This is an optimization exercise on Yosys and OpenROAD, whose aim is small area, not a production implementation. In this exercise RTL edits were held to simulation tests only and were not proved equivalent to the original. Power and IR drop assume default switching activity.

**flow/design.v**
```verilog
`default_nettype none
module register_file_ab #(
    parameter int DATA_W   = 32,
    parameter int NUM_REGS = 32
) (
    input  logic              Clk,
    input  logic              Reset,
    input  logic [4:0]        Register_A_Sel,
    input  logic [4:0]        Register_B_Sel,
    input  logic [4:0]        Write_Sel,
    input  logic [DATA_W-1:0] Write_Data,
    input  logic              RF_Load,
    input  logic              RF_Double,
    output logic [DATA_W-1:0] Port_A,
    output logic [DATA_W-1:0] Port_B,
    output logic              RF_Busy,
    output logic              RF_Misaligned
);
    localparam int         c_ADDR_W    = 5;
    localparam logic [0:0] c_ST_IDLE   = 1'b0;
    localparam logic [0:0] c_ST_SECOND = 1'b1;
    logic [0:0]          r_state;
    logic [0:0]          w_state_next;
    logic [c_ADDR_W-1:0] r_second_addr;    
    logic                r_misaligned;
    logic [DATA_W-1:0]   r_regs [1:NUM_REGS-1];
    logic                w_we;
    logic [c_ADDR_W-1:0] w_waddr;
    logic                w_dbl_accept;
    always_ff @(posedge Clk) begin
        if (Reset) begin
            r_state <= c_ST_IDLE;
        end else begin
            r_state <= w_state_next;
        end
    end
    always_comb begin
        w_state_next = r_state;
        case (r_state)
            c_ST_IDLE:   if (RF_Load && RF_Double) w_state_next = c_ST_SECOND;
            c_ST_SECOND: w_state_next = c_ST_IDLE;
            default:     w_state_next = c_ST_IDLE;
        endcase
    end
    always_comb begin
        w_we         = 1'b0;
        w_waddr      = '0;
        w_dbl_accept = 1'b0;
        RF_Busy      = 1'b0;
        case (r_state)
            c_ST_IDLE: begin
                w_we         = RF_Load;
                w_dbl_accept = RF_Load & RF_Double;
                w_waddr      = RF_Double ? {Write_Sel[4:1], 1'b0} : Write_Sel;
            end
            c_ST_SECOND: begin
                RF_Busy = 1'b1;
                w_we    = 1'b1;
                w_waddr = r_second_addr;
            end
            default: ;
        endcase
        if (Reset) begin
            w_we = 1'b0;
        end
    end
    always_ff @(posedge Clk) begin
        if (Reset) begin
            r_second_addr <= '0;
            r_misaligned  <= 1'b0;
        end else if (w_dbl_accept) begin
            r_second_addr <= {Write_Sel[4:1], 1'b1};
            r_misaligned  <= Write_Sel[0];
        end
    end
    assign RF_Misaligned = r_misaligned;
    always_ff @(posedge Clk) begin
        if (Reset) begin
            for (int i = 1; i < NUM_REGS; i++) begin
                r_regs[i] <= '0;
            end
        end else if (w_we && (w_waddr != '0)) begin
            r_regs[w_waddr] <= Write_Data;
        end
    end
    always_comb begin
        Port_A = '0;
        if (Register_A_Sel != '0) begin
            if (w_we && (w_waddr == Register_A_Sel)) begin
                Port_A = Write_Data;
            end else begin
                Port_A = r_regs[Register_A_Sel];
            end
        end
    end
    always_comb begin
        Port_B = '0;
        if (Register_B_Sel != '0) begin
            if (w_we && (w_waddr == Register_B_Sel)) begin
                Port_B = Write_Data;
            end else begin
                Port_B = r_regs[Register_B_Sel];
            end
        end
    end
endmodule
`default_nettype wire
```
**flow/run.sh**
```bash
#!/bin/bash
# synth_recipe.tcl (not shown) runs the flow's synth.tcl, then flattens the netlist and writes it again
# the make line also repeats each setting of config.mk as NAME=value (left out here)
make -C /OpenROAD-flow-scripts/flow DESIGN_CONFIG=/design/flow/config.mk WORK_HOME=/design/flow/orfs CLKGATE_MAP_FILE= SYNTH_SCRIPT=/design/flow/synth_recipe.tcl finish
```
**flow/config.mk**
```make
export PLATFORM = sky130hd
export DESIGN_NAME = register_file_ab
export DESIGN_NICKNAME = register_file_ab
export VERILOG_FILES = /design/flow/design.v
export SDC_FILE = /design/flow/constraint.sdc
export NUM_CORES = 4
export LEC_CHECK = 0
export CAP_MARGIN = 20
export CORE_MARGIN = 2
export CORE_UTILIZATION = 40
export SLEW_MARGIN = 20
```
**flow/constraint.sdc**
```tcl
create_clock -name core_clock -period 7.0 [get_ports {Clk}]
set_input_delay 1.4000 -clock core_clock [delete_from_list [all_inputs] [get_ports {Clk}]]
set_output_delay 1.4000 -clock core_clock [all_outputs]
set_load 0.01 [all_outputs]
```
==> run notes <==
==> metrics by stage <==
step / power (mW) / cell area, sq um
final: 14.9 / 63400
after global routing: 15.3 / 63300
after CTS: 15.0 / 63400
after detailed placement: 9.15 / 59800
after global placement: 9.13 / 59700
after floorplan: 8.33 / 56100
==> registers in the layout, summed over array words and instances, names as in the netlist <==
name	count
r_misaligned	1
r_regs	1024
r_second_addr	5
r_state	1
==> worst min-delay path, cell delays in order (launching register included) <==
cell	delay [ns]
dfxtp_1	0.34
a21oi_1	0.05
nor2_1	0.07
==> cell usage after synthesis, types with 2 or more instances <==
cell       number
nor2_1        102
o21ai_0        48
buf_4          21
clkbuf_2       24
a2111oi_0      16
xor2_1          2
buf_2          79
and2_1        992
edfxtp_1     1024
a2111oi_2      16
clkbuf_1      261
a211oi_1       34
o31a_1         31
xnor2_1         8
nand2b_1        7
a22oi_1        35
nand3_1         2
nand2_1        12
o22ai_1       127
nor3_1         36
buf_1          13
buf_6          11
o21ai_1        14
nor2_2          8
and4b_1         2
mux4_2        382
dfxtp_1         7
mux2_2        317
or2_2          34
a22o_1         32
mux2i_4         2
nor3b_1         2
a21oi_1        68
nor2b_1         8
or3_1           4
mux2i_1        70
inv_1           3
==> final cells by class <==
class                      instances  area (sq um)
antenna                            4          10.0
clock buffer                     146          3000
clock inverter                    65           554
fill                           12300         75800
inverter                           3          13.8
multi-input combinational       2457         23700
sequential                      1031         30900
tap                             1876          2350
timing repair buffer             316          2850
==> worst min path at each step <==
stage                                          endpoint  cells after the start                           from
after global placement    r_second_addr[0]$_SDFFE_PP0P_                      2  r_second_addr[0]$_SDFFE_PP0P_
after global routing      r_second_addr[0]$_SDFFE_PP0P_                      2  r_second_addr[0]$_SDFFE_PP0P_
final                     r_second_addr[0]$_SDFFE_PP0P_                      2  r_second_addr[0]$_SDFFE_PP0P_
after floorplan           r_second_addr[0]$_SDFFE_PP0P_                      2  r_second_addr[0]$_SDFFE_PP0P_
after CTS                 r_second_addr[0]$_SDFFE_PP0P_                      2  r_second_addr[0]$_SDFFE_PP0P_
after detailed placement  r_second_addr[0]$_SDFFE_PP0P_                      2  r_second_addr[0]$_SDFFE_PP0P_
==> logic make-up after synthesis <==
logic type	Yosys count
AND/OR/NAND/NOR	1217
other	1
XOR/XNOR	10
AO/OA/AOI/OAI	426
buffers and inverters	412
multiplexers	772
flip-flops	1031
==> metal layers <==
layer / up-vias / share of wire / global-route usage
met3: 354 / 0.097 / 0.0491
met5: - / 0.00026 / 0
met1: 18615 / 0.41 / 0.367
li1: 14875 / - / -
met2: 1911 / 0.47 / 0.418
met4: 8 / 0.031 / 0.0869
==> report_power, final <==
part / total, mW / internal (mW) / switching, mW
combinational: 1.89 / 0.798 / 1.09
clock: 5.88 / 3.31 / 2.57
sequential: 7.16 / 7.04 / 0.122
==> layout by cell type (no fill, tap or decap), types with 9 or more instances in the layout <==
| master | instances |
|---|---|
| a2111oi_2 | 16 |
| a211oi_1 | 34 |
| a21oi_1 | 68 |
| a22o_1 | 32 |
| a22oi_1 | 35 |
| and2_1 | 992 |
| buf_12 | 12 |
| buf_4 | 187 |
| clkbuf_1 | 29 |
| clkbuf_16 | 114 |
| clkdlybuf4s50_1 | 110 |
| clkinv_1 | 26 |
| clkinv_2 | 22 |
| conb_1 | 32 |
| edfxtp_1 | 1024 |
| mux2_2 | 317 |
| mux2i_1 | 70 |
| mux4_2 | 382 |
| nand2_1 | 9 |
| nor2_1 | 77 |
| nor2_4 | 33 |
| nor3_1 | 35 |
| o21ai_0 | 48 |
| o21ai_1 | 14 |
| o22ai_1 | 127 |
| o31a_1 | 31 |
| or2_2 | 32 |
==> flow_metrics.env <==
export IMPL_outcome="timing/DRC/antenna clean"
export IMPL_crit_path_start="Register_B_Sel[4]"
export IMPL_synthFlopType="edfxtp_1"
export IMPL_routed_wl_um=189000
export IMPL_crit_cells=8
export IMPL_core_area_sq_mm=0.139
export IMPL_grt_pass1_vias=35864
export IMPL_grt_total_usage=0.264
export IMPL_regToRegSetupSlack_ns=2.78
export IMPL_post_place_cells=5683
export IMPL_async_reset_ff_frac=0
export IMPL_ir_drop_uv=175
export IMPL_place_port_buffers=116
export IMPL_drt_iter0_drc=4552
export IMPL_finalNetCount=3973
export IMPL_r2r_end="r_regs[8][20]$_SDFFCE_PN0P_"
export IMPL_gp_congestion=0.878
export IMPL_clock_root_buffer="clkbuf_16"
export IMPL_die_area_sq_mm=0.143
export IMPL_cts_hold_buf=0
export IMPL_period_needed_ns=6.45
export IMPL_yosys_warnings=1
export IMPL_syn_inst=3869
export IMPL_clock_latency_ns=0.73
export IMPL_clockBufferDepth=3
export IMPL_synth_xor_area_frac=0.00156
export IMPL_hp_class="reg -> reg"
export IMPL_io_pins=117
export IMPL_firstDrtPassIters=6
export IMPL_dpl_hpwl_um=118000
export IMPL_path_clk_slew_ns=0.06
export IMPL_avgSynthCellArea_sq_um=14.5
export IMPL_reg2reg_from="r_state$_SDFF_PP0_"
export IMPL_die_width_um=378
export IMPL_required_ns=5.60
export IMPL_vias=35763
export IMPL_setup_viol=0
export IMPL_drive_gt1_frac=0.290
export IMPL_drc=0
export IMPL_rsz0062_at_grt="no"
export IMPL_yosys_area_share_simple=0.131
export IMPL_post_route_period_util=0.922
export IMPL_path_buf_inv=3
export IMPL_synth_largest_area_cell="edfxtp_1"
export IMPL_powerDensity_mw_per_mm2=236
export IMPL_crit_end="Port_B[30]"
export IMPL_crit_type="in -> out"
export IMPL_max_freq_mhz=155
export IMPL_tns_ns=0
export IMPL_synth_fa_ha_area_frac=0
export IMPL_slew_violations=0
export IMPL_syn_to_final_growth_pct=13.1
export IMPL_drtAntennaViolNets=0
export IMPL_overflow=0
export IMPL_crit_fanout=18
export IMPL_synth_top_family_by_area="multiplexers"
export IMPL_synth_enable_flop_cells=1024
export IMPL_fin_hold_ws_ns=0.489
export IMPL_fp_dieH_um=378
export IMPL_synth_top_area_share=0.549
export IMPL_grt_pass1_wl_um=267000
export IMPL_muxShareOfSynthArea=0.231
export IMPL_drt_wirelength_per_cell_um=32.0
export IMPL_placementRows=137
export IMPL_fin_ws_ns=0.548
export IMPL_p_leak_nw=22.5
export IMPL_post_route_util=0.455
export IMPL_critPathMaxStageDelay_ns=0.74
export IMPL_antenna_found_initial=18
export IMPL_ff2ff_path_depth=7
export IMPL_crit_path_frequent_cell="clkdlybuf4s50_1"
export IMPL_max_slew_worst_pin_slew_ns=1.21
export IMPL_cts_tree="built"
export IMPL_cts_buffers=113
export IMPL_htreeDepth=3
export IMPL_start_util=0.402
export IMPL_worstPathArrival_ns=5.05
export IMPL_critPathTopFamily="buffers and inverters"
export IMPL_cts_sink_count=1031
export IMPL_cap_violations=0
export IMPL_crit_path_start_kind="primary input"
export IMPL_synthTopCellsByArea="edfxtp_1 55%, mux4_2 15%, and2_1 11%"
export IMPL_yosysSeqAreaShare=0.552
export IMPL_path_cells="clkdlybuf4s50_1 > nand2b_2 > o22ai_1 > o41ai_1 > and4b_1 > nor3_1 > buf_4 > clkdlybuf4s50_1"
export IMPL_synth_distinct_cells=52
export IMPL_pre_cts_ws_ns=0.690
export IMPL_postCtsResizedCells=0
export IMPL_viasPerCell=6.06
export IMPL_synth_compound_area_share=0.0524
export IMPL_stdcell_count=5898
export IMPL_cts_setup_buffers=0
export IMPL_synth_seq_cells=1031
export IMPL_endpoint_kind="output pin"
export IMPL_maxSlewHeadroom=0.191
export IMPL_grt_max_degree=76
export IMPL_hold_viol=0
export IMPL_cpMaxStageDelayCell="o41ai_1"
export IMPL_fin_worst_skew_ns=0.0150
export IMPL_netlist_area_sq_mm=0.0560

-- static timing again, ports no longer ideal --
The flow's constraints put no driver on any port. The routed layout listed below was extracted and timed again, unchanged, in two steps. Step 1, drivers: a clkbuf_16 drives Clk and a buf_2 each remaining input, both assumed. Step 2 times the ports against the registers' clock, not the clock port: input delays grow and output delays shrink by t, the midpoint of the rising clock arrivals with the driver on. a / b / c = ideal ports / drivers / drivers and shift; a / b = the first two.
shift t [ns]: 0.796
setup slack, ns: 0.548 / 0.412 / 0.412
worst setup path at the end: input to output
worst data-port slew with drivers (ns): 0.14
cell pins on the clock port's net: 1
After both steps this run still meets setup and hold. For this run, drivers alone change the setup slack by -0.136 ns; drivers and shift together by -0.136 ns.
